This design comes from an exercise in tuning for small area, a short achievable clock period and few clock cycles per item on the open sky130 flow, not from production work. In this exercise RTL edits were held to simulation tests only and were not proved equivalent to the original. No activity file was given, so power comes from the tool's default toggle rates.

alpha:
==> flow/design.v (excerpt) <==
module moving_average_filter_core (
    input  logic                             clk,
    input  logic                             rst_n,
    input  logic                             cfg_we,
    input  logic [mavg_pkg::CFG_BITS-1:0]    cfg_wdata,
    input  logic                             s_tvalid,
    output logic                             s_tready,
    input  logic [mavg_pkg::SAMPLE_BITS-1:0] s_tdata,    
    input  logic                             s_tuser,    
    output logic                             m_tvalid,
    input  logic                             m_tready,
    output logic [mavg_pkg::SAMPLE_BITS-1:0] m_tdata     
);
Size: roughly 2,900 cells after synthesis, ~1,200 flip-flops, about 46 I/O pins.
Settings: LEC_CHECK=0, CAP_MARGIN=20, CORE_MARGIN=2, CORE_UTILIZATION=40, CTS_BUF_LIST=sky130_fd_sc_hd__clkbuf_4 sky130_fd_sc_hd__clkbuf_8, CTS_CLUSTER_SIZE=30, SETUP_SLACK_MARGIN=4.5, SLEW_MARGIN=20; clock period 7.0 ns.
run.sh (not shown) runs the stock make flow with config.mk's settings and CLKGATE_MAP_FILE= SYNTH_SCRIPT=/design/flow/synth_recipe.tcl, a recipe that flattens the netlist after the stock synthesis.
Every stage of the flow completed for alpha, and the final layout passed the timing, DRC and antenna checks.
Testbench counts of alpha, summed over its fixed seeds: cycles 2,640, items 2,400.
Here is what was changed in the inputs of beta compared with alpha.
- SETUP_SLACK_MARGIN: 4.5 -> 4.0
- CTS_CLUSTER_SIZE: 30 -> unset
- CTS_BUF_LIST: sky130_fd_sc_hd__clkbuf_4 sky130_fd_sc_hd__clkbuf_8 -> unset
### Flow results
- In the tables for beta and alpha, CTS buffer count reads higher with alpha.
- Re core utilization: beta and alpha aren't equal, and the higher value belongs to alpha.
- Setup slack: beta less than alpha
- Lower area of all placed cells without fillers was reported by beta, not alpha.
- Looking at power spent charging and discharging nets, beta sits below alpha.
- Total track usage: higher on alpha
- Going from alpha to beta, final total power fell by 2.1%; latest clock arrival within the worst-skew pair shows a reduction of 0.17 ns; clock share of power higher.
- Diff alpha -> beta: wire length now smaller, ratio of final minimum period to clock period moved up.


moving_average_filter_core, a different RTL version from the one above (not shown whole).
For scale: roughly 2,900 cells after synthesis, roughly 1,100 flip-flops, ~0.045 sq mm of cells after synthesis.
export LEC_CHECK = 0
export CAP_MARGIN = 20
export CORE_MARGIN = 2
export CORE_UTILIZATION = 40
export CTS_CLUSTER_DIAMETER = 75
export CTS_CLUSTER_SIZE = 30
export SETUP_SLACK_MARGIN = 4.5
export SLEW_MARGIN = 20
create_clock -name core_clock -period 7.0 [get_ports {clk}]
The baseline completed with no timing, DRC or antenna violations.
Testbench counts at the start, summed over its fixed seeds: cycles 2,576, items 2,400.
Edit:
Settings changed: CTS_CLUSTER_DIAMETER 75 to default, CTS_CLUSTER_SIZE 30 to default.
The changed run completed with no timing, DRC or antenna violations.
Combinational power went down by about 1%.
Flip-flop and latch count stays the same.
Clock power went up by 58%.
Setup slack got worse by 12 ps.
Sequential share of layout area went down by 2.2 points.
Clock-buffer cell count went up by 79.
Register-to-register slack hardly moves.
Cell area went up by 3.5%.
Fmax went down by 0.46%.
Synthesized cell count stays the same.
Non-clock buffer count went down by 7.


job 6427:
Another version of the RTL of moving_average_filter_core (not shown whole).
Size in the first run: about 1100 flip-flops, ~46000 um^2 of cells after synthesis.
==> flow/config.mk <==
export PLATFORM = sky130hd
export DESIGN_NAME = moving_average_filter_core
export DESIGN_NICKNAME = moving_average_filter_core
export VERILOG_FILES = /design/flow/design.v
export SDC_FILE = /design/flow/constraint.sdc
export NUM_CORES = 4
export LEC_CHECK = 0
export ABC_AREA = 1
export CAP_MARGIN = 20
export CORE_MARGIN = 2
export CORE_UTILIZATION = 40
export CTS_CLUSTER_DIAMETER = 75
export CTS_CLUSTER_SIZE = 30
export SETUP_SLACK_MARGIN = 4.5
export SLEW_MARGIN = 20
==> flow/constraint.sdc <==
create_clock -name core_clock -period 7.0 [get_ports {clk}]
set_input_delay 1.4000 -clock core_clock [delete_from_list [all_inputs] [get_ports {clk}]]
set_output_delay 1.4000 -clock core_clock [all_outputs]
set_load 0.01 [all_outputs]
Testbench counts of job 6427, summed over its fixed seeds: cycles 2,576, items 2,400.
Changes in job 1604 relative to job 6427:
diff --git a/flow/config.mk b/flow/config.mk
--- a/flow/config.mk
+++ b/flow/config.mk
@@ -7,3 +7,2 @@
 export LEC_CHECK = 0
-export ABC_AREA = 1
 export CAP_MARGIN = 20
@@ -11,5 +10,5 @@
 export CORE_UTILIZATION = 40
-export CTS_CLUSTER_DIAMETER = 75
-export CTS_CLUSTER_SIZE = 30
-export SETUP_SLACK_MARGIN = 4.5
+export CTS_CLUSTER_DIAMETER = 70
+export CTS_CLUSTER_SIZE = 25
+export SETUP_SLACK_MARGIN = 4.3
 export SLEW_MARGIN = 20
Job 6427 → job 1604: total number of nets in the final design now smaller; number of detailed-routing iterations run before antenna repair now larger; maximum buffer depth of the clock tree comparable.
Utilization, job 6427 and job 1604, lower one = job 6427.
Job 1604 vs job 6427 on number of gates resized after CTS: job 1604 is the lower one.
Compared with job 6427, job 1604 shows a lower number of non-clock inverters in the layout.
Job 6427 vs job 1604, most common cell after layout, fill and taps aside: sky130_fd_sc_hd__nand2_1 vs sky130_fd_sc_hd__edfxtp_1
Min cell area after synthesis across job 6427 and job 1604: job 1604
From job 1604 to job 6427, count of nets left with antenna violations after detail routing did not move at all.
The die used by job 1604 is smaller than the one used by job 6427.
Of job 1604 and job 6427, it is job 1604 that has the lower die height.
Job 1604 reports a lower synthesized netlist cell count than job 6427 does.
--- input diff job 1604..job 732 ---
diff --git a/flow/config.mk b/flow/config.mk
--- a/flow/config.mk
+++ b/flow/config.mk
@@ -10,5 +10,5 @@
 export CORE_UTILIZATION = 40
-export CTS_CLUSTER_DIAMETER = 70
-export CTS_CLUSTER_SIZE = 25
-export SETUP_SLACK_MARGIN = 4.3
+export CTS_CLUSTER_DIAMETER = 75
+export CTS_CLUSTER_SIZE = 30
+export SETUP_SLACK_MARGIN = 4.5
 export SLEW_MARGIN = 20
- Job 732 vs. job 1604: peak clock frequency supported by timing grew by about 3.7%, net total in the final layout grew by 0.76%, mux contribution to synthesized area held steady, async set-reset flop share out of synthesis held steady.
- On final critical-path required period: between job 732 and job 1604, it ends up lower for job 732.
- Global-route usage across job 732 and job 1604: no real change.
- Cell count, job 732 and job 1604: smaller value in job 1604
- Compared job 732 vs job 1604, and arrival time of data at the critical path endpoint is down in job 732.
- Delta (job 732 minus job 1604): global-route wire length before repair essentially unchanged; core utilization rose by 0.55 points.

static timing again, ports no longer ideal:
No port has a modelled driver above. Below, the same layouts with a new extraction and two added sets of constraints.
Step 1 (the two cells are an assumption about what drives the block):
set clk [get_ports {clk}]
set_driving_cell -lib_cell sky130_fd_sc_hd__clkbuf_16 $clk
set_driving_cell -lib_cell sky130_fd_sc_hd__buf_2 [delete_from_list [all_inputs] $clk]
Step 2, shift: input delay + t, output delay - t, t = (earliest + latest rising clock arrival at the registers) / 2. This alone moves slack from input paths to output paths.
Three values: ideal, step 1, step 2; two values: the first two.
run	t, ns	setup WS [ns]	hold slack, ns	latest minus earliest clock arrival (ns)
alpha	0.913	4.252 / 4.180 / 3.714	0.409 / 0.409 / 0.409	0.063 / 0.063
beta	0.745	4.078 / 4.012 / 3.738	0.412 / 0.412 / 0.412	0.040 / 0.040
the first run of note 2	0.711	4.375 / 4.299 / 3.968	0.425 / 0.425 / 0.425	0.056 / 0.056
the second run of note 2	0.750	4.363 / 4.295 / 3.978	0.417 / 0.417 / 0.417	0.056 / 0.056
job 6427	0.757	4.309 / 4.245 / 4.006	0.406 / 0.406 / 0.406	0.072 / 0.072
job 1604	0.722	4.322 / 4.322 / 3.762	0.421 / 0.421 / 0.421	0.029 / 0.029
job 732	0.718	4.416 / 4.347 / 3.969	0.420 / 0.420 / 0.420	0.034 / 0.034
After both steps every run listed still meets setup and hold. The setup slack of job 1604, which loses most, moves by 0.000 ns with the drivers and by -0.560 ns with both steps.
